Source: an optimization exercise on an open RTL-to-GDS flow (aim: small area and a short achievable clock period). Production flows keep margins and buffers that such runs may drop.
No run shown here included a check of the RTL's function; only the layout flow was run.

==> flow/design.v (outline; a module is shown in full before it is edited, if it fits) <==
// module cplx_mac: 853 lines
// module fa: 4 lines
// module ha: 4 lines
// module cadd44: 494 lines
// module magsel43: 14 lines
// module padd43: 265 lines
// module gt43: 309 lines
// module dft_bin_acc: 111 lines
module dft_bin_acc
#(
    parameter int N      = 256,
    parameter int PH_LAT = 6,
    parameter int ACC_W  = dft_pkg::ACC_W_DEF
) (
    input  logic                     CK,
    input  logic                     RST,
    input  logic                     START,
    input  logic signed [dft_pkg::PH_W-1:0]   cos0,
    input  logic signed [dft_pkg::PH_W-1:0]   sin0,
    input  logic signed [dft_pkg::PH_W-1:0]   cos1,
    input  logic signed [dft_pkg::PH_W-1:0]   sin1,
    output logic [dft_pkg::ADDR_W-1:0]        smp_addr,
    input  logic signed [dft_pkg::SMP_W-1:0]  smp_data,
    output logic signed [ACC_W-1:0]  re0,
    output logic signed [ACC_W-1:0]  im0,
    output logic signed [ACC_W-1:0]  re1,
    output logic signed [ACC_W-1:0]  im1,
    output logic                     busy,
    output logic                     done
    ,
    output logic [ACC_W-1:0]         mag0,
    output logic [ACC_W-1:0]         mag1
);
  // ...
==> flow/flow/run.sh <==
#!/bin/bash
# The standard layout (the standard.sh, unchanged synthesis), except that the
# buffers placed on the ports are plain buffers (buf_2, which timing repair may
# upsize) instead of the delay-type buffer buffer_ports picks by default.
set -euo pipefail
bash standard.sh synth > synth.log 2>&1
bash standard.sh "BUFFER_PORTS_ARGS=-buffer_cell sky130_fd_sc_hd__buf_2" finish > layout.log 2>&1
==> flow/standard.sh <==
#!/bin/bash
# synth_recipe.tcl (not shown) runs the flow's synth.tcl, then flattens the netlist and writes it again
# the make line also repeats each setting of config.mk as NAME=value (left out here)
make -C /OpenROAD-flow-scripts/flow DESIGN_CONFIG=/design/flow/config.mk WORK_HOME=/design/flow/orfs CLKGATE_MAP_FILE= SYNTH_SCRIPT=/design/flow/synth_recipe.tcl "${@:-finish}"
==> flow/config.mk <==
export PLATFORM = sky130hd
export DESIGN_NAME = dft_bin_acc
export DESIGN_NICKNAME = dft_bin_acc
export VERILOG_FILES = /design/flow/design.v
export SDC_FILE = /design/flow/constraint.sdc
export NUM_CORES = 4
export LEC_CHECK = 0
export CAP_MARGIN = 20
export CORE_MARGIN = 2
export CORE_UTILIZATION = 40
export CTS_CLUSTER_DIAMETER = 100
export CTS_CLUSTER_SIZE = 24
export SETUP_SLACK_MARGIN = 3.5
export SLEW_MARGIN = 20
export SYNTH_HIERARCHICAL = 1
==> flow/constraint.sdc <==
create_clock -name core_clock -period 9.5 [get_ports {CK}]
set_input_delay 1.9000 -clock core_clock [delete_from_list [all_inputs] [get_ports {CK}]]
set_output_delay 1.9000 -clock core_clock [all_outputs]
set_load 0.01 [all_outputs]
==> flow_metrics.tcl, run 1 <==
set metrics [dict create \
    status "finished clean" \
    design_area_um2 75850 \
    n_all_buffers 515 \
    portBuffers 381 \
    dieArea_um2 183000 \
    worstSkewPairLatency_ns 0.66 \
    slew_headroom_pct 32.06 \
    core_um2 178400 \
    finalHoldWorstSlack_ns 0.6335 \
    cp.depth 12 \
    drive_gt1_share_pct 18.44 \
    reg2reg_depth 12 \
    min_to "cnt[3]" \
    htreeDepth 2 \
    die_h_um 427.8 \
    criticalPathCategory "reg -> reg" \
    drtAntennaViolNets 0 \
    cts_tree "built" \
    grt_max_degree 126 \
    worst_clock_skew_ns 0.03793 \
    dieWidth_um 427.8 \
    critPathCaptureType "register" \
    yosys_warnings 8 \
]
==> run 2, diff against run 1 <==
--- a/flow/config.mk
+++ b/flow/config.mk
@@ -10,6 +10,6 @@
 export CORE_UTILIZATION = 40
 export CTS_CLUSTER_DIAMETER = 100
 export CTS_CLUSTER_SIZE = 24
-export SETUP_SLACK_MARGIN = 3.5
+export SETUP_SLACK_MARGIN = 3.9
 export SLEW_MARGIN = 20
 export SYNTH_HIERARCHICAL = 1
==> run 2 against run 1 <==
Compared with the run above:
- still clean on timing, DRC and antenna
- sequential share of layout area shrank 0.49 points
- critical path type unchanged
- highest routed layer unchanged
==> flow_metrics.tcl, run 2 <==
set metrics [dict create \
    final_common_cell "xnor2_1" \
    grt_pass1_vias 56440 \
    clock_path_buffers 3 \
    vias 54090 \
    final_nets 8107 \
    syn_area_um2 71850 \
    dieWidth_um 427.8 \
    dr.pass1.iters 8 \
    syn_area_per_cell_um2 10.55 \
    max_freq_ghz 0.1783 \
    hpwl_mm 173.2 \
    syn_to_final_growth_pct 8.505 \
    cts_tree "built" \
    grt_setup_unrepaired "yes" \
    min_path_type "reg -> reg" \
    status "finished clean" \
    overflow 0 \
    place_area_um2 73240 \
    drive_gt1_share_pct 22.61 \
    wl_per_cell_um 26.09 \
    cp-start-kind "register" \
    path_clk_slew_ns 0.10 \
    path_max_fanout 12 \
    cap_violations 0 \
    cts_inserted_buffers 38 \
    final_cell_mix "861 x xnor2_1, 712 x fa_1, 521 x dfrtp_1, 411 x ha_1, 395 x inv_1" \
    design_area_um2 77960 \
    drt_iter0_drc 4065 \
    maxSlewViolCount 0 \
    core_um2 178400 \
    place_congestion 0.9088 \
    setup_viol 0 \
    drc 0 \
    pin_count 392 \
    portBuffers 381 \
    initial_core_util_pct 40.27 \
    numClockSinks 562 \
    grt_usage_pct 25.74 \
    cp.arrival_ns 6.16 \
    avgViaCountPerCell 5.834 \
    drtAntennaViolNets 0 \
    antenna_found_initial 9 \
    clockRootBuffer "clkbuf_16" \
    slew_headroom_pct 24.77 \
    rows 155 \
    min_period_ns 5.609 \
    grt_max_degree 189 \
    worstSkewPairLatency_ns 0.68 \
    fin_crit_sh_pct 59.04 \
    hold_buffers 0 \
    htreeDepth 2 \
    criticalPathCategory "reg -> reg" \
    n_fill_cell 16880 \
    worst_clock_skew_ns 0.03708 \
    tightest_slew_ns 1.123 \
    wirelength_mm 241.9 \
    grt_first_pass_wirelength_mm 361.6 \
    yosys_warnings 8 \
    syn_inst 6810 \
    die_h_um 427.8 \
    finalHoldViolCount 0 \
    fin_tns_setup_ns 0 \
    dieArea_um2 183000 \
    crit_required_ns 10.05 \
    critPathCaptureType "register" \
]
-- run 2: stage by stage --
stage	utilization (%)	hold slack, ns	instances	setup slack, ns
finish	43.69	0.6599	9270	3.891
global route	43.69	0.6849	9269	3.750
CTS	42.58	0.6543	9161	3.816
detailed placement	41.05	0.6260	9032	2.344
global placement	41.03	0.5880	9031	2.057
floorplan	-	0.6104	6819	3.903
-- run 2: layout make-up --
cell class	count	area [um^2]	share of cell area (%)
inverter	483	1916	2.457
timing repair buffer	626	4349	5.579
antenna	2	5.005	0.006420
multi-input combinational	5175	53280	68.35
sequential	562	14160	18.17
clock buffer	44	1015	1.302
tap	2355	2947	3.780
clock inverter	23	282.8	0.3627
-- run 2: routing by layer --
metal	wire [um]	part of all wire (%)	vias to the layer above	global-route usage, %
met2	115900	48	2006	42.77
met4	16680	6.9	14	15.91
met1	96030	40	27800	31.68
met5	105	0.043	-	0
li1	-	-	23720	-
met3	13200	5.5	542	3.530
-- run 2: final timing paths --
check                                    start             end  slack [ns]  depth (start not counted)
worst min-delay path                    cnt[3]          cnt[3]        0.66                          2
worst max register to register  u_im0.pn_q[33]        p0_q[11]        3.89                         21
max in group asynchronous                  RST          init_q        6.55                          4
min in group asynchronous                  RST  u_re0.pn_q[13]        1.43                          2
worst max-delay path            u_im0.pn_q[33]        p0_q[11]        3.89                         21
worst min register to register          cnt[3]          cnt[3]        0.66                          2
-- run 2: worst max-delay path, cell delays in order, from the launching register on --
cell        delay, ns
dfrtp_1          0.39
clkinvlp_4       0.20
a21oi_4          0.20
o22ai_2          0.11
o41a_1           0.44
or4b_2           0.64
nand3_2          0.12
a211oi_4         0.04
buf_4            0.16
buf_6            0.16
mux2i_2          0.17
xnor2_2          0.34
inv_1            0.14
maj3_2           0.34
maj3_2           0.31
o21a_1           0.20
o311ai_4         0.32
o2111ai_4        0.23
buf_12           0.21
buf_12           0.14
mux2_1           0.34
ha_1             0.31
-- run 2: repair_timing --
action,4_1_cts,5_1_grt
pin swaps,37,71
gates resized for setup,167,242
gates cloned,8,12
endpoints found under the setup margin,242,199
setup buffers,54,94

static timing again, ports no longer ideal:
In the flow no input, the clock included, has a driving cell. The finished layouts below were timed again as built, in two steps. Step 1 (the two cells are an assumption about what drives the block):
set clk [get_ports {CK}]
set_driving_cell -lib_cell sky130_fd_sc_hd__clkbuf_16 $clk
set_driving_cell -lib_cell sky130_fd_sc_hd__buf_2 [delete_from_list [all_inputs] $clk]
Step 2 also shifts input and output timing later by t, the mid clock arrival at the registers, as if the neighbouring blocks saw the same clock. a / b / c = ideal ports / drivers / drivers and shift; a / b = the first two.
run | t, ns | setup WS [ns] | hold WS [ns]
run 1 | 0.728 | 3.528 / 3.528 / 3.302 | 0.633 / 0.633 / 0.633
run 2 | 0.742 | 3.891 / 3.891 / 3.334 | 0.660 / 0.660 / 0.660
After both steps every run listed still meets setup and hold. The setup slack of run 2, which loses most, moves by 0.000 ns with the drivers and by -0.557 ns with both steps.
